Source: an optimization exercise on an open RTL-to-GDS flow (aim: small area, a short achievable clock period and few clock cycles per item). Production flows keep margins and buffers that such runs may drop.
Function was not checked in any run shown here: the RTL went through the layout flow alone.

## flow/design.v (module list and top-level ports; edited modules follow where they fit)
// module fpu_pipe_unit: 252 lines
// module fpu_booth_enc: 12 lines
// module fpu_mul_cs24: 1330 lines
module fpu_pipe_unit #(
    parameter int EXP_W = 8,
    parameter int MAN_W = 23,
    parameter int TAG_W = 4
) (
    input  logic                 clk,
    input  logic                 rst_n,
    input  logic                 in_valid,
    output logic                 in_ready,
    input  logic [1:0]           in_op,
    input  logic [EXP_W+MAN_W:0] in_a,
    input  logic [EXP_W+MAN_W:0] in_b,
    input  logic [TAG_W-1:0]     in_tag,
    output logic                 out_valid,
    input  logic                 out_ready,
    output logic [EXP_W+MAN_W:0] out_y,
    output logic [TAG_W-1:0]     out_tag,
    output logic [3:0]           out_flags,
    output logic [3:0]           sticky,
    input  logic                 sticky_clr
);
  // ...
==> flow/run.sh <==
#!/bin/bash
# synth_recipe.tcl (not shown) runs the flow's synth.tcl, then flattens the netlist and writes it again
# the make line also repeats each setting of config.mk as NAME=value (left out here)
make -C /OpenROAD-flow-scripts/flow DESIGN_CONFIG=/design/flow/config.mk WORK_HOME=/design/flow/orfs CLKGATE_MAP_FILE= SYNTH_SCRIPT=/design/flow/synth_recipe.tcl finish
==> flow/config.mk <==
export PLATFORM = sky130hd
export DESIGN_NAME = fpu_pipe_unit
export DESIGN_NICKNAME = fpu_pipe_unit
export VERILOG_FILES = /design/flow/design.v
export SDC_FILE = /design/flow/constraint.sdc
export NUM_CORES = 4
export LEC_CHECK = 0
export ABC_AREA = 1
export CAP_MARGIN = 20
export CORE_MARGIN = 2
export CORE_UTILIZATION = 40
export SETUP_SLACK_MARGIN = 4.5
export SLEW_MARGIN = 20
==> flow/constraint.sdc <==
create_clock -name core_clock -period 10.0 [get_ports {clk}]
set_input_delay 2.0000 -clock core_clock [delete_from_list [all_inputs] [get_ports {clk}]]
set_output_delay 2.0000 -clock core_clock [all_outputs]
set_load 0.01 [all_outputs]
==> impl_metrics.toml, run 1 <==
[synthesis]
yosys-top-cells-area = "edfxtp_1, fa_1, xor2_1, nand2_1, ha_1"
yosysSeqAreaShare = 0.271
async_flop_share = 0.0270
synth-compound-area-share = 0.142

[clock_tree]
cts_hold_buf = 0
cts_max_path_buffers = 3
cts-root-buf = "clkbuf_16"
cts_buffers = 37

[run_status]
status = "complete, no violations"

[timing]
period_needed_ps = 5430
setup_violations = 0
skew_ps = 41.4

[placement]
dpl_worst_slack_ps = 3980
dp_cells = 4997
dp_hpwl_um = 80500

[grt]
grt_pass1_wl_um = 166000
met2_usage = 0.410
antenna_found_initial = 3

[route]
ant_nets = 0
drc = 0
wl_per_cell_um = 21.7
vias_per_cell = 5.61

[min_path]
hold_path.class = "register to register"
hp-start = "e2_q[2]"

[final_layout]
num-fill-cells = 8065
==> module fpu_pipe_unit, before the edit <==
module fpu_pipe_unit #(
    parameter int EXP_W = 8,
    parameter int MAN_W = 23,
    parameter int TAG_W = 4
) (
    input  logic                 clk,
    input  logic                 rst_n,
    input  logic                 in_valid,
    output logic                 in_ready,
    input  logic [1:0]           in_op,
    input  logic [EXP_W+MAN_W:0] in_a,
    input  logic [EXP_W+MAN_W:0] in_b,
    input  logic [TAG_W-1:0]     in_tag,
    output logic                 out_valid,
    input  logic                 out_ready,
    output logic [EXP_W+MAN_W:0] out_y,
    output logic [TAG_W-1:0]     out_tag,
    output logic [3:0]           out_flags,
    output logic [3:0]           sticky,
    input  logic                 sticky_clr
);
    localparam logic [1:0] K_ZERO = 2'd0;
    localparam logic [1:0] K_INF  = 2'd1;
    localparam logic [1:0] K_NAN  = 2'd2;
    localparam logic [1:0] K_NV   = 2'd3;
    logic adv;           
    logic hv_q;          
    assign adv      = !hv_q || out_ready;
    assign in_ready = adv;
    logic        v1_q;
    logic [3:0]  tag1_q;
    logic        mul1_q;
    logic [31:0] a1_q;
    logic [8:0]  b1_q;           
    logic [35:0] f1_q;           
    logic        mzb1_q;         
    logic [11:0] one_in, two_in, neg_in;
    fpu_booth_enc u_enc (.y({1'b1, in_b[22:0]}), .one(one_in), .two(two_in), .neg(neg_in));
    always_ff @(posedge clk or negedge rst_n) begin
        if (!rst_n)   v1_q <= 1'b0;
        else if (adv) v1_q <= in_valid;
    end
    always_ff @(posedge clk) begin
        if (adv) begin
            tag1_q <= in_tag;
            mul1_q <= (in_op == 2'd2);
            a1_q   <= in_a;
            b1_q   <= {in_b[31] ^ (in_op == 2'd1), in_b[30:23]};
            f1_q   <= (in_op == 2'd2) ? {neg_in, two_in, one_in} : {13'd0, in_b[22:0]};
            mzb1_q <= (in_b[22:0] == 23'd0);
        end
    end
    logic       sa, sb;
    logic [7:0] ea, eb;
    logic [22:0] ma, mb;
    logic       za, zb, ia, ib, na, nb, fa, fb;
    assign sa = a1_q[31];
    assign sb = b1_q[8];
    assign ea = a1_q[30:23];
    assign eb = b1_q[7:0];
    assign ma = a1_q[22:0];
    assign mb = f1_q[22:0];
    assign za = (ea == 8'd0);
    assign zb = (eb == 8'd0);
    assign fa = (ea == 8'hFF);
    assign fb = (eb == 8'hFF);
    assign ia = fa && (ma == 23'd0);
    assign ib = fb && mzb1_q;
    assign na = fa && (ma != 23'd0);
    assign nb = fb && !mzb1_q;
    logic       sp2;
    logic [1:0] spk2;
    logic       sps2;
    always_comb begin
        sp2  = 1'b1;
        spk2 = K_NAN;
        sps2 = sa ^ sb;
        if (na || nb) begin
            spk2 = K_NAN;
        end else if (mul1_q) begin
            if ((ia && zb) || (za && ib)) spk2 = K_NV;
            else if (ia || ib)            spk2 = K_INF;
            else if (za || zb)            spk2 = K_ZERO;
            else                          sp2  = 1'b0;
        end else begin
            if (ia && ib && (sa != sb)) spk2 = K_NV;
            else if (ia) begin spk2 = K_INF; sps2 = sa; end
            else if (ib) begin spk2 = K_INF; sps2 = sb; end
            else sp2 = 1'b0;
        end
    end
    logic [47:0] ps, pc;
    fpu_mul_cs24 u_mul (.x({1'b1, ma}), .one(f1_q[11:0]), .two(f1_q[23:12]), .neg(f1_q[35:24]),
                        .y23(1'b1), .s(ps), .c(pc));
    logic [9:0] mexp;
    assign mexp = {2'b00, ea} + {2'b00, eb} - 10'd127;
    logic        a_ge;
    logic [7:0]  dab, dba, ediff, ebig;
    logic [23:0] sig_big, sig_sml;
    logic        sub2, sgn_add;
    assign a_ge    = (a1_q[30:0] >= {eb, mb});
    assign dab     = ea - eb;
    assign dba     = eb - ea;
    assign ediff   = a_ge ? dab : dba;
    assign ebig    = a_ge ? ea : eb;
    assign sig_big = a_ge ? (za ? 24'd0 : {1'b1, ma}) : (zb ? 24'd0 : {1'b1, mb});
    assign sig_sml = a_ge ? (zb ? 24'd0 : {1'b1, mb}) : (za ? 24'd0 : {1'b1, ma});
    assign sub2    = sa ^ sb;
    assign sgn_add = a_ge ? sa : sb;
    logic [26:0] al0, al1, al2, al3, al4, al5, sml_al;
    logic        st1, st2, st3, st4, st5, big_sh;
    assign big_sh = (ediff[7:5] != 3'd0);
    assign al0 = {sig_sml, 3'b000};
    assign st1 = ediff[4] && (al0[15:0] != 16'd0);
    assign al1 = ediff[4] ? {16'd0, al0[26:16]} : al0;
    assign st2 = ediff[3] && (al1[7:0] != 8'd0);
    assign al2 = ediff[3] ? {8'd0, al1[26:8]} : al1;
    assign st3 = ediff[2] && (al2[3:0] != 4'd0);
    assign al3 = ediff[2] ? {4'd0, al2[26:4]} : al2;
    assign st4 = ediff[1] && (al3[1:0] != 2'd0);
    assign al4 = ediff[1] ? {2'd0, al3[26:2]} : al3;
    assign st5 = ediff[0] && al4[0];
    assign al5 = ediff[0] ? {1'd0, al4[26:1]} : al4;
    assign sml_al = big_sh ? {26'd0, (sig_sml != 24'd0)}
                           : {al5[26:1], al5[0] | st1 | st2 | st3 | st4 | st5};
    logic        v2_q;
    logic [3:0]  tag2_q;
    logic        mul2_q, sp2_q, sgn2_q;
    logic [1:0]  spk2_q;
    logic [9:0]  e2_q;
    logic [47:0] r0_q, r1_q;
    always_ff @(posedge clk or negedge rst_n) begin
        if (!rst_n)   v2_q <= 1'b0;
        else if (adv) v2_q <= v1_q;
    end
    always_ff @(posedge clk) begin
        if (adv) begin
            tag2_q <= tag1_q;
            mul2_q <= mul1_q;
            sp2_q  <= sp2;
            spk2_q <= spk2;
            if (mul1_q) begin
                sgn2_q <= sp2 ? sps2 : (sa ^ sb);
                e2_q   <= mexp;
                r0_q   <= ps;
                r1_q   <= pc;
            end else begin
                sgn2_q <= sp2 ? sps2 : sgn_add;
                e2_q   <= {2'b00, ebig};
                r0_q   <= {1'b0, sig_big, 3'b000, {20{sub2}}};
                r1_q   <= {sub2, sml_al ^ {27{sub2}}, 19'd0, sub2};
            end
        end
    end
    logic [47:0] sum;
    logic [27:0] z;
    logic [4:0]  lz;
    logic        zz;
    assign sum = r0_q + r1_q;
    assign z   = {sum[47:21], mul2_q ? (sum[20:0] != 21'd0) : sum[20]};
    assign zz  = (z[26:0] == 27'd0);
    always_comb begin
        lz = 5'd0;
        for (int i = 0; i < 27; i++) begin
            if (z[i]) lz = 5'(26 - i);
        end
    end
    logic        v3_q;
    logic [3:0]  tag3_q;
    logic        sp3_q, sgn3_q, zz3_q;
    logic [1:0]  spk3_q;
    logic [27:0] z3_q;
    logic [4:0]  lz3_q;
    logic [9:0]  e3_q;
    always_ff @(posedge clk or negedge rst_n) begin
        if (!rst_n)   v3_q <= 1'b0;
        else if (adv) v3_q <= v2_q;
    end
    always_ff @(posedge clk) begin
        if (adv) begin
            tag3_q <= tag2_q;
            sp3_q  <= sp2_q;
            spk3_q <= spk2_q;
            sgn3_q <= sgn2_q;
            zz3_q  <= !z[27] && zz;
            z3_q   <= z;
            lz3_q  <= lz;
            e3_q   <= e2_q;
        end
    end
    logic [26:0] nm;
    logic [9:0]  e4;
    logic        up, inx, cy, ovf, unf;
    logic [30:0] rnd;
    logic [31:0] y4;
    logic [3:0]  f4;
    assign e4  = z3_q[27] ? (e3_q + 10'd1) : (e3_q - {5'd0, lz3_q});
    assign nm  = z3_q[27] ? {z3_q[27:2], z3_q[1] | z3_q[0]} : (z3_q[26:0] << lz3_q);
    assign up  = nm[2] && (nm[1] || nm[0] || nm[3]);
    assign inx = nm[2] || nm[1] || nm[0];
    assign rnd = {e4[7:0], nm[25:3]} + {30'd0, up};
    assign cy  = up && (nm[25:3] == 23'h7FFFFF);
    assign ovf = (!e4[9] && (e4[8] || (e4[7:0] == 8'hFF)))
              || (e4 == 10'd254 && cy);
    assign unf = e4[9] || (e4 == 10'd0 && !cy);
    always_comb begin
        f4 = 4'b0000;
        if (sp3_q) begin
            case (spk3_q)
                K_ZERO:  y4 = {sgn3_q, 31'd0};
                K_INF:   y4 = {sgn3_q, 8'hFF, 23'd0};
                default: y4 = 32'hFFFFFFFF;
            endcase
            if (spk3_q == K_NV) f4 = 4'b1000;
        end else if (zz3_q) begin
            y4 = 32'd0;
        end else if (ovf) begin
            y4 = {sgn3_q, 8'hFF, 23'd0};
            f4 = 4'b0101;
        end else if (unf) begin
            y4 = {sgn3_q, 31'd0};
            f4 = 4'b0011;
        end else begin
            y4 = {sgn3_q, rnd};
            f4 = {3'b000, inx};
        end
    end
    logic [31:0] hy_q;
    logic [3:0]  ht_q, hf_q;
    logic [3:0]  sticky_q;
    always_ff @(posedge clk or negedge rst_n) begin
        if (!rst_n)   hv_q <= 1'b0;
        else if (adv) hv_q <= v3_q;
    end
    always_ff @(posedge clk) begin
        if (adv) begin
            hy_q <= y4;
            ht_q <= tag3_q;
            hf_q <= f4;
        end
    end
    always_ff @(posedge clk or negedge rst_n) begin
        if (!rst_n)          sticky_q <= 4'd0;
        else if (sticky_clr) sticky_q <= 4'd0;
        else if (hv_q && out_ready)        sticky_q <= sticky_q | hf_q;
    end
    assign out_valid = hv_q;
    assign out_y     = hy_q;
    assign out_tag   = ht_q;
    assign out_flags = hf_q;
    assign sticky    = sticky_q;
endmodule
==> run 2: changes to the inputs <==
--- a/flow/design.v
+++ b/flow/design.v
@@ -25,54 +25,53 @@
     localparam logic [1:0] K_NV   = 2'd3;
     logic adv;           
     logic hv_q;          
     assign adv      = !hv_q || out_ready;
     assign in_ready = adv;
     logic        v1_q;
     logic [3:0]  tag1_q;
     logic        mul1_q;
-    logic [31:0] a1_q;
-    logic [8:0]  b1_q;           
-    logic [35:0] f1_q;           
-    logic        mzb1_q;         
+    logic [31:0] a1_q, b1_q;     
+    logic [11:0] one1_q, two1_q, neg1_q;   
     logic [11:0] one_in, two_in, neg_in;
     fpu_booth_enc u_enc (.y({1'b1, in_b[22:0]}), .one(one_in), .two(two_in), .neg(neg_in));
     always_ff @(posedge clk or negedge rst_n) begin
         if (!rst_n)   v1_q <= 1'b0;
         else if (adv) v1_q <= in_valid;
     end
     always_ff @(posedge clk) begin
         if (adv) begin
             tag1_q <= in_tag;
             mul1_q <= (in_op == 2'd2);
             a1_q   <= in_a;
-            b1_q   <= {in_b[31] ^ (in_op == 2'd1), in_b[30:23]};
-            f1_q   <= (in_op == 2'd2) ? {neg_in, two_in, one_in} : {13'd0, in_b[22:0]};
-            mzb1_q <= (in_b[22:0] == 23'd0);
+            b1_q   <= {in_b[31] ^ (in_op == 2'd1), in_b[30:0]};
+            one1_q <= one_in;
+            two1_q <= two_in;
+            neg1_q <= neg_in;
         end
     end
     logic       sa, sb;
     logic [7:0] ea, eb;
     logic [22:0] ma, mb;
     logic       za, zb, ia, ib, na, nb, fa, fb;
     assign sa = a1_q[31];
-    assign sb = b1_q[8];
+    assign sb = b1_q[31];
     assign ea = a1_q[30:23];
-    assign eb = b1_q[7:0];
+    assign eb = b1_q[30:23];
     assign ma = a1_q[22:0];
-    assign mb = f1_q[22:0];
+    assign mb = b1_q[22:0];
     assign za = (ea == 8'd0);
     assign zb = (eb == 8'd0);
     assign fa = (ea == 8'hFF);
     assign fb = (eb == 8'hFF);
     assign ia = fa && (ma == 23'd0);
-    assign ib = fb && mzb1_q;
+    assign ib = fb && (mb == 23'd0);
     assign na = fa && (ma != 23'd0);
-    assign nb = fb && !mzb1_q;
+    assign nb = fb && (mb != 23'd0);
     logic       sp2;
     logic [1:0] spk2;
     logic       sps2;
     always_comb begin
         sp2  = 1'b1;
         spk2 = K_NAN;
         sps2 = sa ^ sb;
         if (na || nb) begin
@@ -85,25 +84,25 @@
         end else begin
             if (ia && ib && (sa != sb)) spk2 = K_NV;
             else if (ia) begin spk2 = K_INF; sps2 = sa; end
             else if (ib) begin spk2 = K_INF; sps2 = sb; end
             else sp2 = 1'b0;
         end
     end
     logic [47:0] ps, pc;
-    fpu_mul_cs24 u_mul (.x({1'b1, ma}), .one(f1_q[11:0]), .two(f1_q[23:12]), .neg(f1_q[35:24]),
+    fpu_mul_cs24 u_mul (.x({1'b1, ma}), .one(one1_q), .two(two1_q), .neg(neg1_q),
                         .y23(1'b1), .s(ps), .c(pc));
     logic [9:0] mexp;
     assign mexp = {2'b00, ea} + {2'b00, eb} - 10'd127;
     logic        a_ge;
     logic [7:0]  dab, dba, ediff, ebig;
     logic [23:0] sig_big, sig_sml;
     logic        sub2, sgn_add;
-    assign a_ge    = (a1_q[30:0] >= {eb, mb});
+    assign a_ge    = (a1_q[30:0] >= b1_q[30:0]);
     assign dab     = ea - eb;
     assign dba     = eb - ea;
     assign ediff   = a_ge ? dab : dba;
     assign ebig    = a_ge ? ea : eb;
     assign sig_big = a_ge ? (za ? 24'd0 : {1'b1, ma}) : (zb ? 24'd0 : {1'b1, mb});
     assign sig_sml = a_ge ? (zb ? 24'd0 : {1'b1, mb}) : (za ? 24'd0 : {1'b1, ma});
     assign sub2    = sa ^ sb;
     assign sgn_add = a_ge ? sa : sb;
@@ -675,93 +674,93 @@
     assign fc24 = (p3_18 & p4_16) | (p3_18 & p5_14) | (p4_16 & p5_14);
     wire fs25, fc25;
     assign fs25 = p6_12 ^ p7_10 ^ p8_8;
     assign fc25 = (p6_12 & p7_10) | (p6_12 & p8_8) | (p7_10 & p8_8);
     wire fs26, fc26;
     assign fs26 = p9_6 ^ p10_4 ^ p11_2;
     assign fc26 = (p9_6 & p10_4) | (p9_6 & p11_2) | (p10_4 & p11_2);
     wire fs27, fc27;
-    assign fs27 = ~(hs1 ^ p2_21);
-    assign fc27 = hs1 | p2_21;
+    assign fs27 = hs1 ^ p2_21 ^ p3_19;
+    assign fc27 = (hs1 & p2_21) | (hs1 & p3_19) | (p2_21 & p3_19);
     wire fs28, fc28;
-    assign fs28 = p3_19 ^ p4_17 ^ p5_15;
-    assign fc28 = (p3_19 & p4_17) | (p3_19 & p5_15) | (p4_17 & p5_15);
+    assign fs28 = p4_17 ^ p5_15 ^ p6_13;
+    assign fc28 = (p4_17 & p5_15) | (p4_17 & p6_13) | (p5_15 & p6_13);
     wire fs29, fc29;
-    assign fs29 = p6_13 ^ p7_11 ^ p8_9;
-    assign fc29 = (p6_13 & p7_11) | (p6_13 & p8_9) | (p7_11 & p8_9);
+    assign fs29 = p7_11 ^ p8_9 ^ p9_7;
+    assign fc29 = (p7_11 & p8_9) | (p7_11 & p9_7) | (p8_9 & p9_7);
     wire fs30, fc30;
-    assign fs30 = p9_7 ^ p10_5 ^ p11_3;
-    assign fc30 = (p9_7 & p10_5) | (p9_7 & p11_3) | (p10_5 & p11_3);
+    assign fs30 = p10_5 ^ p11_3 ^ p12_1;
+    assign fc30 = (p10_5 & p11_3) | (p10_5 & p12_1) | (p11_3 & p12_1);
     wire fs31, fc31;
-    assign fs31 = ~(hs2 ^ p3_20);
-    assign fc31 = hs2 | p3_20;
+    assign fs31 = hs2 ^ p3_20 ^ p4_18;
+    assign fc31 = (hs2 & p3_20) | (hs2 & p4_18) | (p3_20 & p4_18);
     wire fs32, fc32;
-    assign fs32 = p4_18 ^ p5_16 ^ p6_14;
-    assign fc32 = (p4_18 & p5_16) | (p4_18 & p6_14) | (p5_16 & p6_14);
+    assign fs32 = p5_16 ^ p6_14 ^ p7_12;
+    assign fc32 = (p5_16 & p6_14) | (p5_16 & p7_12) | (p6_14 & p7_12);
     wire fs33, fc33;
-    assign fs33 = p7_12 ^ p8_10 ^ p9_8;
-    assign fc33 = (p7_12 & p8_10) | (p7_12 & p9_8) | (p8_10 & p9_8);
+    assign fs33 = p8_10 ^ p9_8 ^ p10_6;
+    assign fc33 = (p8_10 & p9_8) | (p8_10 & p10_6) | (p9_8 & p10_6);
     wire fs34, fc34;
-    assign fs34 = p10_6 ^ p11_4 ^ p12_2;
-    assign fc34 = (p10_6 & p11_4) | (p10_6 & p12_2) | (p11_4 & p12_2);
+    assign fs34 = p11_4 ^ p12_2 ^ 1'b1;
+    assign fc34 = (p11_4 & p12_2) | (p11_4 & 1'b1) | (p12_2 & 1'b1);
     wire fs35, fc35;
     assign fs35 = ~neg1 ^ p2_23 ^ p3_21;
     assign fc35 = (~neg1 & p2_23) | (~neg1 & p3_21) | (p2_23 & p3_21);
     wire fs36, fc36;
     assign fs36 = p4_19 ^ p5_17 ^ p6_15;
     assign fc36 = (p4_19 & p5_17) | (p4_19 & p6_15) | (p5_17 & p6_15);
     wire fs37, fc37;
     assign fs37 = p7_13 ^ p8_11 ^ p9_9;
     assign fc37 = (p7_13 & p8_11) | (p7_13 & p9_9) | (p8_11 & p9_9);
     wire fs38, fc38;
     assign fs38 = p10_7 ^ p11_5 ^ p12_3;
     assign fc38 = (p10_7 & p11_5) | (p10_7 & p12_3) | (p11_5 & p12_3);
     wire fs39, fc39;
-    assign fs39 = ~(p2_24 ^ p3_22);
-    assign fc39 = p2_24 | p3_22;
+    assign fs39 = p2_24 ^ p3_22 ^ p4_20;
+    assign fc39 = (p2_24 & p3_22) | (p2_24 & p4_20) | (p3_22 & p4_20);
     wire fs40, fc40;
-    assign fs40 = p4_20 ^ p5_18 ^ p6_16;
-    assign fc40 = (p4_20 & p5_18) | (p4_20 & p6_16) | (p5_18 & p6_16);
+    assign fs40 = p5_18 ^ p6_16 ^ p7_14;
+    assign fc40 = (p5_18 & p6_16) | (p5_18 & p7_14) | (p6_16 & p7_14);
     wire fs41, fc41;
-    assign fs41 = p7_14 ^ p8_12 ^ p9_10;
-    assign fc41 = (p7_14 & p8_12) | (p7_14 & p9_10) | (p8_12 & p9_10);
+    assign fs41 = p8_12 ^ p9_10 ^ p10_8;
+    assign fc41 = (p8_12 & p9_10) | (p8_12 & p10_8) | (p9_10 & p10_8);
     wire hs42, hc42;
-    assign hs42 = p10_8 ^ p11_6;
-    assign hc42 = p10_8 & p11_6;
+    assign hs42 = p11_6 ^ p12_4;
+    assign hc42 = p11_6 & p12_4;
     wire fs43, fc43;
     assign fs43 = ~neg2 ^ p3_23 ^ p4_21;
     assign fc43 = (~neg2 & p3_23) | (~neg2 & p4_21) | (p3_23 & p4_21);
     wire fs44, fc44;
     assign fs44 = p5_19 ^ p6_17 ^ p7_15;
     assign fc44 = (p5_19 & p6_17) | (p5_19 & p7_15) | (p6_17 & p7_15);
     wire fs45, fc45;
     assign fs45 = p8_13 ^ p9_11 ^ p10_9;
     assign fc45 = (p8_13 & p9_11) | (p8_13 & p10_9) | (p9_11 & p10_9);
     wire fs46, fc46;
-    assign fs46 = ~(p3_24 ^ p4_22);
-    assign fc46 = p3_24 | p4_22;
+    assign fs46 = p3_24 ^ p4_22 ^ p5_20;
+    assign fc46 = (p3_24 & p4_22) | (p3_24 & p5_20) | (p4_22 & p5_20);
     wire fs47, fc47;
-    assign fs47 = p5_20 ^ p6_18 ^ p7_16;
-    assign fc47 = (p5_20 & p6_18) | (p5_20 & p7_16) | (p6_18 & p7_16);
+    assign fs47 = p6_18 ^ p7_16 ^ p8_14;
+    assign fc47 = (p6_18 & p7_16) | (p6_18 & p8_14) | (p7_16 & p8_14);
     wire hs48, hc48;
-    assign hs48 = p8_14 ^ p9_12;
-    assign hc48 = p8_14 & p9_12;
+    assign hs48 = p9_12 ^ p10_10;
+    assign hc48 = p9_12 & p10_10;
     wire fs49, fc49;
     assign fs49 = ~neg3 ^ p4_23 ^ p5_21;
     assign fc49 = (~neg3 & p4_23) | (~neg3 & p5_21) | (p4_23 & p5_21);
     wire fs50, fc50;
     assign fs50 = p6_19 ^ p7_17 ^ p8_15;
     assign fc50 = (p6_19 & p7_17) | (p6_19 & p8_15) | (p7_17 & p8_15);
     wire fs51, fc51;
-    assign fs51 = ~(p4_24 ^ p5_22);
-    assign fc51 = p4_24 | p5_22;
+    assign fs51 = p4_24 ^ p5_22 ^ p6_20;
+    assign fc51 = (p4_24 & p5_22) | (p4_24 & p6_20) | (p5_22 & p6_20);
     wire hs52, hc52;
-    assign hs52 = p6_20 ^ p7_18;
-    assign hc52 = p6_20 & p7_18;
+    assign hs52 = p7_18 ^ p8_16;
+    assign hc52 = p7_18 & p8_16;
     wire fs53, fc53;
     assign fs53 = ~neg4 ^ p5_23 ^ p6_21;
     assign fc53 = (~neg4 & p5_23) | (~neg4 & p6_21) | (p5_23 & p6_21);
     wire hs54, hc54;
     assign hs54 = p5_24 ^ p6_22;
     assign hc54 = p5_24 & p6_22;
     wire hs55, hc55;
     assign hs55 = p0_10 ^ p1_8;
@@ -879,18 +878,18 @@
     assign fc92 = (fs26 & p12_0) | (fs26 & fc19) | (p12_0 & fc19);
     wire fs93, fc93;
     assign fs93 = fc20 ^ fc21 ^ hc22;
     assign fc93 = (fc20 & fc21) | (fc20 & hc22) | (fc21 & hc22);
     wire fs94, fc94;
     assign fs94 = fs27 ^ fs28 ^ fs29;
     assign fc94 = (fs27 & fs28) | (fs27 & fs29) | (fs28 & fs29);
     wire fs95, fc95;
-    assign fs95 = fs30 ^ p12_1 ^ fc23;
-    assign fc95 = (fs30 & p12_1) | (fs30 & fc23) | (p12_1 & fc23);
+    assign fs95 = fs30 ^ 1'b1 ^ fc23;
+    assign fc95 = (fs30 & 1'b1) | (fs30 & fc23) | (1'b1 & fc23);
     wire fs96, fc96;
     assign fs96 = fc24 ^ fc25 ^ fc26;
     assign fc96 = (fc24 & fc25) | (fc24 & fc26) | (fc25 & fc26);
     wire fs97, fc97;
     assign fs97 = fs31 ^ fs32 ^ fs33;
     assign fc97 = (fs31 & fs32) | (fs31 & fs33) | (fs32 & fs33);
     wire fs98, fc98;
     assign fs98 = fs34 ^ hc1 ^ fc27;
@@ -906,105 +905,105 @@
     assign fc101 = (fs38 & hc2) | (fs38 & fc31) | (hc2 & fc31);
     wire fs102, fc102;
     assign fs102 = fc32 ^ fc33 ^ fc34;
     assign fc102 = (fc32 & fc33) | (fc32 & fc34) | (fc33 & fc34);
     wire fs103, fc103;
     assign fs103 = fs39 ^ fs40 ^ fs41;
     assign fc103 = (fs39 & fs40) | (fs39 & fs41) | (fs40 & fs41);
     wire fs104, fc104;
-    assign fs104 = hs42 ^ p12_4 ^ fc35;
-    assign fc104 = (hs42 & p12_4) | (hs42 & fc35) | (p12_4 & fc35);
+    assign fs104 = hs42 ^ 1'b1 ^ fc35;
+    assign fc104 = (hs42 & 1'b1) | (hs42 & fc35) | (1'b1 & fc35);
     wire fs105, fc105;
     assign fs105 = fc36 ^ fc37 ^ fc38;
     assign fc105 = (fc36 & fc37) | (fc36 & fc38) | (fc37 & fc38);
     wire fs106, fc106;
     assign fs106 = fs43 ^ fs44 ^ fs45;
     assign fc106 = (fs43 & fs44) | (fs43 & fs45) | (fs44 & fs45);
     wire fs107, fc107;
     assign fs107 = p11_7 ^ p12_5 ^ fc39;
     assign fc107 = (p11_7 & p12_5) | (p11_7 & fc39) | (p12_5 & fc39);
     wire fs108, fc108;
     assign fs108 = fc40 ^ fc41 ^ hc42;
     assign fc108 = (fc40 & fc41) | (fc40 & hc42) | (fc41 & hc42);
     wire fs109, fc109;
     assign fs109 = fs46 ^ fs47 ^ hs48;
     assign fc109 = (fs46 & fs47) | (fs46 & hs48) | (fs47 & hs48);
     wire fs110, fc110;
-    assign fs110 = p10_10 ^ p11_8 ^ p12_6;
-    assign fc110 = (p10_10 & p11_8) | (p10_10 & p12_6) | (p11_8 & p12_6);
+    assign fs110 = p11_8 ^ p12_6 ^ 1'b1;
+    assign fc110 = (p11_8 & p12_6) | (p11_8 & 1'b1) | (p12_6 & 1'b1);
     wire fs111, fc111;
     assign fs111 = fc43 ^ fc44 ^ fc45;
     assign fc111 = (fc43 & fc44) | (fc43 & fc45) | (fc44 & fc45);
     wire fs112, fc112;
     assign fs112 = fs49 ^ fs50 ^ p9_13;
     assign fc112 = (fs49 & fs50) | (fs49 & p9_13) | (fs50 & p9_13);
     wire fs113, fc113;
     assign fs113 = p10_11 ^ p11_9 ^ p12_7;
     assign fc113 = (p10_11 & p11_9) | (p10_11 & p12_7) | (p11_9 & p12_7);
     wire fs114, fc114;
     assign fs114 = fc46 ^ fc47 ^ hc48;
     assign fc114 = (fc46 & fc47) | (fc46 & hc48) | (fc47 & hc48);
     wire fs115, fc115;
-    assign fs115 = fs51 ^ hs52 ^ p8_16;
-    assign fc115 = (fs51 & hs52) | (fs51 & p8_16) | (hs52 & p8_16);
+    assign fs115 = fs51 ^ hs52 ^ p9_14;
+    assign fc115 = (fs51 & hs52) | (fs51 & p9_14) | (hs52 & p9_14);
     wire fs116, fc116;
-    assign fs116 = p9_14 ^ p10_12 ^ p11_10;
-    assign fc116 = (p9_14 & p10_12) | (p9_14 & p11_10) | (p10_12 & p11_10);
+    assign fs116 = p10_12 ^ p11_10 ^ p12_8;
+    assign fc116 = (p10_12 & p11_10) | (p10_12 & p12_8) | (p11_10 & p12_8);
     wire fs117, fc117;
-    assign fs117 = p12_8 ^ fc49 ^ fc50;
-    assign fc117 = (p12_8 & fc49) | (p12_8 & fc50) | (fc49 & fc50);
+    assign fs117 = 1'b1 ^ fc49 ^ fc50;
+    assign fc117 = (1'b1 & fc49) | (1'b1 & fc50) | (fc49 & fc50);
     wire fs118, fc118;
     assign fs118 = fs53 ^ p7_19 ^ p8_17;
     assign fc118 = (fs53 & p7_19) | (fs53 & p8_17) | (p7_19 & p8_17);
     wire fs119, fc119;
     assign fs119 = p9_15 ^ p10_13 ^ p11_11;
     assign fc119 = (p9_15 & p10_13) | (p9_15 & p11_11) | (p10_13 & p11_11);
     wire fs120, fc120;
     assign fs120 = p12_9 ^ fc51 ^ hc52;
     assign fc120 = (p12_9 & fc51) | (p12_9 & hc52) | (fc51 & hc52);
     wire fs121, fc121;
-    assign fs121 = ~(hs54 ^ p7_20);
-    assign fc121 = hs54 | p7_20;
+    assign fs121 = hs54 ^ p7_20 ^ p8_18;
+    assign fc121 = (hs54 & p7_20) | (hs54 & p8_18) | (p7_20 & p8_18);
     wire fs122, fc122;
-    assign fs122 = p8_18 ^ p9_16 ^ p10_14;
-    assign fc122 = (p8_18 & p9_16) | (p8_18 & p10_14) | (p9_16 & p10_14);
+    assign fs122 = p9_16 ^ p10_14 ^ p11_12;
+    assign fc122 = (p9_16 & p10_14) | (p9_16 & p11_12) | (p10_14 & p11_12);
     wire fs123, fc123;
-    assign fs123 = p11_12 ^ p12_10 ^ fc53;
-    assign fc123 = (p11_12 & p12_10) | (p11_12 & fc53) | (p12_10 & fc53);
+    assign fs123 = p12_10 ^ 1'b1 ^ fc53;
+    assign fc123 = (p12_10 & 1'b1) | (p12_10 & fc53) | (1'b1 & fc53);
     wire fs124, fc124;
     assign fs124 = ~neg5 ^ p6_23 ^ p7_21;
     assign fc124 = (~neg5 & p6_23) | (~neg5 & p7_21) | (p6_23 & p7_21);
     wire fs125, fc125;
     assign fs125 = p8_19 ^ p9_17 ^ p10_15;
     assign fc125 = (p8_19 & p9_17) | (p8_19 & p10_15) | (p9_17 & p10_15);
     wire fs126, fc126;
     assign fs126 = p11_13 ^ p12_11 ^ hc54;
     assign fc126 = (p11_13 & p12_11) | (p11_13 & hc54) | (p12_11 & hc54);
     wire fs127, fc127;
-    assign fs127 = ~(p6_24 ^ p7_22);
-    assign fc127 = p6_24 | p7_22;
+    assign fs127 = p6_24 ^ p7_22 ^ p8_20;
+    assign fc127 = (p6_24 & p7_22) | (p6_24 & p8_20) | (p7_22 & p8_20);
     wire fs128, fc128;
-    assign fs128 = p8_20 ^ p9_18 ^ p10_16;
-    assign fc128 = (p8_20 & p9_18) | (p8_20 & p10_16) | (p9_18 & p10_16);
+    assign fs128 = p9_18 ^ p10_16 ^ p11_14;
+    assign fc128 = (p9_18 & p10_16) | (p9_18 & p11_14) | (p10_16 & p11_14);
     wire hs129, hc129;
-    assign hs129 = p11_14 ^ p12_12;
-    assign hc129 = p11_14 & p12_12;
+    assign hs129 = p12_12 ^ 1'b1;
+    assign hc129 = p12_12 & 1'b1;
     wire fs130, fc130;
     assign fs130 = ~neg6 ^ p7_23 ^ p8_21;
     assign fc130 = (~neg6 & p7_23) | (~neg6 & p8_21) | (p7_23 & p8_21);
     wire fs131, fc131;
     assign fs131 = p9_19 ^ p10_17 ^ p11_15;
     assign fc131 = (p9_19 & p10_17) | (p9_19 & p11_15) | (p10_17 & p11_15);
     wire fs132, fc132;
-    assign fs132 = ~(p7_24 ^ p8_22);
-    assign fc132 = p7_24 | p8_22;
+    assign fs132 = p7_24 ^ p8_22 ^ p9_20;
+    assign fc132 = (p7_24 & p8_22) | (p7_24 & p9_20) | (p8_22 & p9_20);
     wire hs133, hc133;
-    assign hs133 = p9_20 ^ p10_18;
-    assign hc133 = p9_20 & p10_18;
+    assign hs133 = p10_18 ^ p11_16;
+    assign hc133 = p10_18 & p11_16;
     wire fs134, fc134;
     assign fs134 = ~neg7 ^ p8_23 ^ p9_21;
     assign fc134 = (~neg7 & p8_23) | (~neg7 & p9_21) | (p8_23 & p9_21);
     wire hs135, hc135;
     assign hs135 = p8_24 ^ p9_22;
     assign hc135 = p8_24 & p9_22;
     wire hs136, hc136;
     assign hs136 = p0_6 ^ p1_4;
@@ -1188,45 +1187,45 @@
     assign fc195 = (fc124 & fc125) | (fc124 & fc126) | (fc125 & fc126);
     wire fs196, fc196;
     assign fs196 = fs130 ^ fs131 ^ p12_13;
     assign fc196 = (fs130 & fs131) | (fs130 & p12_13) | (fs131 & p12_13);
     wire fs197, fc197;
     assign fs197 = fc127 ^ fc128 ^ hc129;
     assign fc197 = (fc127 & fc128) | (fc127 & hc129) | (fc128 & hc129);
     wire fs198, fc198;
-    assign fs198 = fs132 ^ hs133 ^ p11_16;
-    assign fc198 = (fs132 & hs133) | (fs132 & p11_16) | (hs133 & p11_16);
+    assign fs198 = fs132 ^ hs133 ^ p12_14;
+    assign fc198 = (fs132 & hs133) | (fs132 & p12_14) | (hs133 & p12_14);
     wire fs199, fc199;
-    assign fs199 = p12_14 ^ fc130 ^ fc131;
-    assign fc199 = (p12_14 & fc130) | (p12_14 & fc131) | (fc130 & fc131);
+    assign fs199 = 1'b1 ^ fc130 ^ fc131;
+    assign fc199 = (1'b1 & fc130) | (1'b1 & fc131) | (fc130 & fc131);
     wire fs200, fc200;
     assign fs200 = fs134 ^ p10_19 ^ p11_17;
     assign fc200 = (fs134 & p10_19) | (fs134 & p11_17) | (p10_19 & p11_17);
     wire fs201, fc201;
     assign fs201 = p12_15 ^ fc132 ^ hc133;
     assign fc201 = (p12_15 & fc132) | (p12_15 & hc133) | (fc132 & hc133);
     wire fs202, fc202;
-    assign fs202 = ~(hs135 ^ p10_20);
-    assign fc202 = hs135 | p10_20;
+    assign fs202 = hs135 ^ p10_20 ^ p11_18;
+    assign fc202 = (hs135 & p10_20) | (hs135 & p11_18) | (p10_20 & p11_18);
     wire fs203, fc203;
-    assign fs203 = p11_18 ^ p12_16 ^ fc134;
-    assign fc203 = (p11_18 & p12_16) | (p11_18 & fc134) | (p12_16 & fc134);
+    assign fs203 = p12_16 ^ 1'b1 ^ fc134;
+    assign fc203 = (p12_16 & 1'b1) | (p12_16 & fc134) | (1'b1 & fc134);
     wire fs204, fc204;
     assign fs204 = ~neg8 ^ p9_23 ^ p10_21;
     assign fc204 = (~neg8 & p9_23) | (~neg8 & p10_21) | (p9_23 & p10_21);
     wire fs205, fc205;
     assign fs205 = p11_19 ^ p12_17 ^ hc135;
     assign fc205 = (p11_19 & p12_17) | (p11_19 & hc135) | (p12_17 & hc135);
     wire fs206, fc206;
-    assign fs206 = ~(p9_24 ^ p10_22);
-    assign fc206 = p9_24 | p10_22;
+    assign fs206 = p9_24 ^ p10_22 ^ p11_20;
+    assign fc206 = (p9_24 & p10_22) | (p9_24 & p11_20) | (p10_22 & p11_20);
     wire hs207, hc207;
-    assign hs207 = p11_20 ^ p12_18;
-    assign hc207 = p11_20 & p12_18;
+    assign hs207 = p12_18 ^ 1'b1;
+    assign hc207 = p12_18 & 1'b1;
     wire fs208, fc208;
     assign fs208 = ~neg9 ^ p10_23 ^ p11_21;
     assign fc208 = (~neg9 & p10_23) | (~neg9 & p11_21) | (p10_23 & p11_21);
     wire hs209, hc209;
     assign hs209 = p10_24 ^ p11_22;
     assign hc209 = p10_24 & p11_22;
     wire hs210, hc210;
     assign hs210 = p0_4 ^ p1_2;
@@ -1344,18 +1343,18 @@
     assign fc247 = (fs204 & fs205) | (fs204 & fc202) | (fs205 & fc202);
     wire fs248, fc248;
     assign fs248 = fs206 ^ hs207 ^ fc204;
     assign fc248 = (fs206 & hs207) | (fs206 & fc204) | (hs207 & fc204);
     wire fs249, fc249;
     assign fs249 = fs208 ^ p12_19 ^ fc206;
     assign fc249 = (fs208 & p12_19) | (fs208 & fc206) | (p12_19 & fc206);
     wire fs250, fc250;
-    assign fs250 = ~(hs209 ^ p12_20);
-    assign fc250 = hs209 | p12_20;
+    assign fs250 = hs209 ^ p12_20 ^ 1'b1;
+    assign fc250 = (hs209 & p12_20) | (hs209 & 1'b1) | (p12_20 & 1'b1);
     wire fs251, fc251;
     assign fs251 = ~neg10 ^ p11_23 ^ p12_21;
     assign fc251 = (~neg10 & p11_23) | (~neg10 & p12_21) | (p11_23 & p12_21);
     wire hs252, hc252;
     assign hs252 = p11_24 ^ p12_22;
     assign hc252 = p11_24 & p12_22;
     wire hs253, hc253;
     assign hs253 = p0_2 ^ p1_0;
@@ -1485,18 +1484,18 @@
     assign fc294 = (fs249 & hc207) | (fs249 & fc248) | (hc207 & fc248);
     wire fs295, fc295;
     assign fs295 = fs250 ^ fc208 ^ fc249;
     assign fc295 = (fs250 & fc208) | (fs250 & fc249) | (fc208 & fc249);
     wire fs296, fc296;
     assign fs296 = fs251 ^ hc209 ^ fc250;
     assign fc296 = (fs251 & hc209) | (fs251 & fc250) | (hc209 & fc250);
     wire fs297, fc297;
-    assign fs297 = ~(hs252 ^ fc251);
-    assign fc297 = hs252 | fc251;
+    assign fs297 = hs252 ^ 1'b1 ^ fc251;
+    assign fc297 = (hs252 & 1'b1) | (hs252 & fc251) | (1'b1 & fc251);
     wire fs298, fc298;
     assign fs298 = ~neg11 ^ p12_23 ^ hc252;
     assign fc298 = (~neg11 & p12_23) | (~neg11 & hc252) | (p12_23 & hc252);
     assign s[0] = p0_0;
     assign c[0] = neg0;
     assign s[1] = p0_1;
     assign c[1] = 1'b0;
     assign s[2] = hs253;
==> flow/config.mk (replaced) <==
export PLATFORM = sky130hd
export DESIGN_NAME = fpu_pipe_unit
export DESIGN_NICKNAME = fpu_pipe_unit
export VERILOG_FILES = /design/flow/design.v
export SDC_FILE = /design/flow/constraint.sdc
export NUM_CORES = 4
export LEC_CHECK = 0
export ABC_AREA = 1
export CAP_MARGIN = 20
export CORE_MARGIN = 2
export CORE_UTILIZATION = 40
export SETUP_SLACK_MARGIN = 5
export SLEW_MARGIN = 20
==> impl_metrics.toml, run 2 <==
[setup_path]
cp_slowest_cell = "clkinvlp_2"
max_stage_delay_ps = 780
start_kind = "register"
worstSetupPathDepth = 10
crit_end = "r0_q[35]"
critPathArrivalTime_ps = 5310
worstSetupEndpointType = "register"
cp.required_ps = 10290
rrSetupSlack_ps = 4980
crit_type = "register to register"
rr_worst_depth = 10
reg2reg_from = "one1_q[8]"
cp_top_family = "adder cells"
crit_top_cell = "fa_1"
cp-startpoint = "one1_q[8]"
crit_fanout = 11
crit-reg2reg-capture = "r0_q[35]"
worstPathCellList = "clkinvlp_2, o22ai_1, xor2_1, fa_1, fa_1, inv_1, fa_1, fa_1, nor2_1, a31oi_1"
worst-path-buf-inv = 2

[synthesis]
netlist_instances = 3910
yosysWarnings = 1
yosys-top-cells-area = "edfxtp_1, fa_1, xor2_1, nand2_1, inv_1"
synth_nets = 4395
yosysSeqAreaShare = 0.283
syn_area_sq_um = 32300
synth_edf_count = 298
async_flop_share = 0.0261
syn_avg_cell_area_sq_um = 8.26
synth_top_area_share = 0.277
synthTopCellsByCount = "nand2_1, inv_1, xor2_1"
yosysTopAreaCell = "edfxtp_1"
ys.flop_type = "edfxtp_1"
netlist-cell-type-count = 68
synth-seq-cells = 306
yosysMostFrequentCell = "nand2_1"

[die]
rows = 104
die_area_sq_um = 83000
start_util = 0.403
io_pins = 121
die_h_um = 288
die_w_um = 288
core_area_sq_um = 80200

[placement]
dpl_worst_slack_ps = 4040
postPlaceCellArea_sq_um = 34400
place_congestion = 0.982
io_buffers = 120
dp_cells = 4925
dp_hpwl_um = 76200

[timing]
setup_tns_ps = 0
hold_viol = 0
slew_viol_final = 0
skew_ps = 59.4
rsz0062_at_grt = "no"
timing.final.ws_setup_ps = 4980
slew-limit-headroom = 0.270
worst_slew_pin_slew_ps = 1100
clock.fmax_ghz = 0.199
fin_hold_ws_ps = 415
setup_violations = 0
timing.final.crit_share = 0.502
period_needed_ps = 5020

[final_layout]
num-fill-cells = 8021
final_util = 0.453
fin_area_sq_um = 36300
final_cell_mix = "nand2_1, inv_1, xor2_1"
regMostFlops = "r0_q"
fin_nets = 4460
layout_commonest_cell = "nand2_1"
largest_register_ffs = 48
syn_to_final_growth_pct = 12.6
num_antenna_cells = 0
top_regs = "r0_q (48), r1_q (47)"
instances_no_fill = 5064
drive_gt1_frac = 0.0777

[flow_run]
cap_viol_max_count = 0

[clock_tree]
clock_sinks = 306
clock_latency_ps = 610
cts-root-buf = "clkbuf_16"
cts_tree = "done"
cts_buffers = 38
cts_max_path_buffers = 3
clk_pin_slew_worst_paths_ps = 50
htreeDepth = 2

[route]
vias_per_cell = 5.59
drc = 0
ant_nets = 0
drt-initial-drc-count = 2948
wl_per_cell_um = 21.2
routed_wl_um = 107000
dr.pass1.iters = 7
vias = 28284

[grt]
overflow = 0
grt_pass1_wl_um = 160000
antenna_found_initial = 5
first_global_vias = 26759
grt_use_total = 0.251
grt_start_max_net_pins = 169

[run_status]
status = "complete, no violations"

[min_path]
hold_path.class = "register to register"
## run 2: changes by cell type in the layout (fill, tap and decap cells not counted), sizes merged, moves of 10 or more
cell | before | now
a21oi | 222 | 177
buf | 73 | 100
clkinv | 17 | 28
clkinvlp | 11 | 45
edfxtp | 288 | 298
ha | 182 | 159
nand2 | 727 | 714
nand3 | 170 | 213
nor2 | 276 | 242
o21ai | 212 | 185
o22ai | 255 | 273
xor2 | 346 | 321
## run 2: worst reg2reg max path: cells and delay by family, from the launching register on
kind | cells | cell delay, ps
XOR/XNOR | 1 | 260
AND/OR/NAND/NOR | 1 | 60
flip-flops | 1 | 670
buffers and inverters | 2 | 840
AO/OA/AOI/OAI | 2 | 950
adder cells (fa/ha/maj) | 4 | 1970
## run 2: layout make-up
type                    instances  area [sq um]  area share
repair buffers                219          2030      0.0558
well taps                    1060          1330      0.0365
clock buffers                  50          1020      0.0280
multi-input cells            2791         20100       0.554
flip-flops and latches        306          9150       0.252
clock inverters                19           203     0.00558
repair inverters               19           105     0.00289
inverters                     600          2380      0.0655
## run 2: routing by layer
metal  vias up  share of wire  global-route usage
met5         -        0.00072                   0
met4         8          0.052               0.113
met1     13423           0.41               0.334
li1      13122              -                   -
met3       316          0.093              0.0524
met2      1415           0.44               0.394
## run 2: cell families (layout without fill, tap and decap cells)
kind of cell,after synthesis,count (layout),share of synthesized area
fa+ha+maj,410,410,0.217
mux,14,14,0.00477
xor+xnor,341,341,0.0925
compound gates,736,736,0.136
buf+inv,813,907,0.0965
flops,306,306,0.283
simple gates,1290,1290,0.170
## run 2: repair_timing
item	4_1_cts	5_1_grt
gates resized for setup	41	51
setup endpoints to repair	47	71
setup buffers	4	47
pin swaps	1	0
hold buffers	0	0
cloned	8	11
## run 2: how the worst min path moves through the flow
| stage | depth (start not counted) | end | slack [ps] | startpoint |
|---|---|---|---|---|
| finish | 0 | ht_q[3] | 410 | tag3_q[3] |
| global route | 0 | e3_q[2] | 420 | e2_q[2] |
| CTS | 0 | ht_q[3] | 420 | tag3_q[3] |
| detailed placement | 0 | e3_q[2] | 400 | e2_q[2] |
| global placement | 0 | tag3_q[2] | 400 | tag2_q[2] |
| floorplan | 0 | e3_q[0] | 400 | e2_q[0] |

==> static timing again, ports no longer ideal <==
Ports are ideal in the flow. The routed layouts listed here were re-timed in OpenROAD.
Step 1 assumes that a clkbuf_16 drives the clock port and a buf_2 every other input.
Step 2 moves the port delays by t, midway between the first and last clock arrival at a register: inputs arrive t later, outputs are due t later. That takes back most of the time a late clock gives input paths.
Three values: no drivers, after step 1, after step 2; two values: the first two.
run | shift t [ns] | slack for setup (ns) | clock arrival spread, ns
run 1 | 0.629 | 4.573 / 4.573 / 4.573 | 0.042 / 0.041
run 2 | 0.637 | 4.980 / 4.980 / 4.980 | 0.060 / 0.059
After both steps every run listed still meets setup and hold.
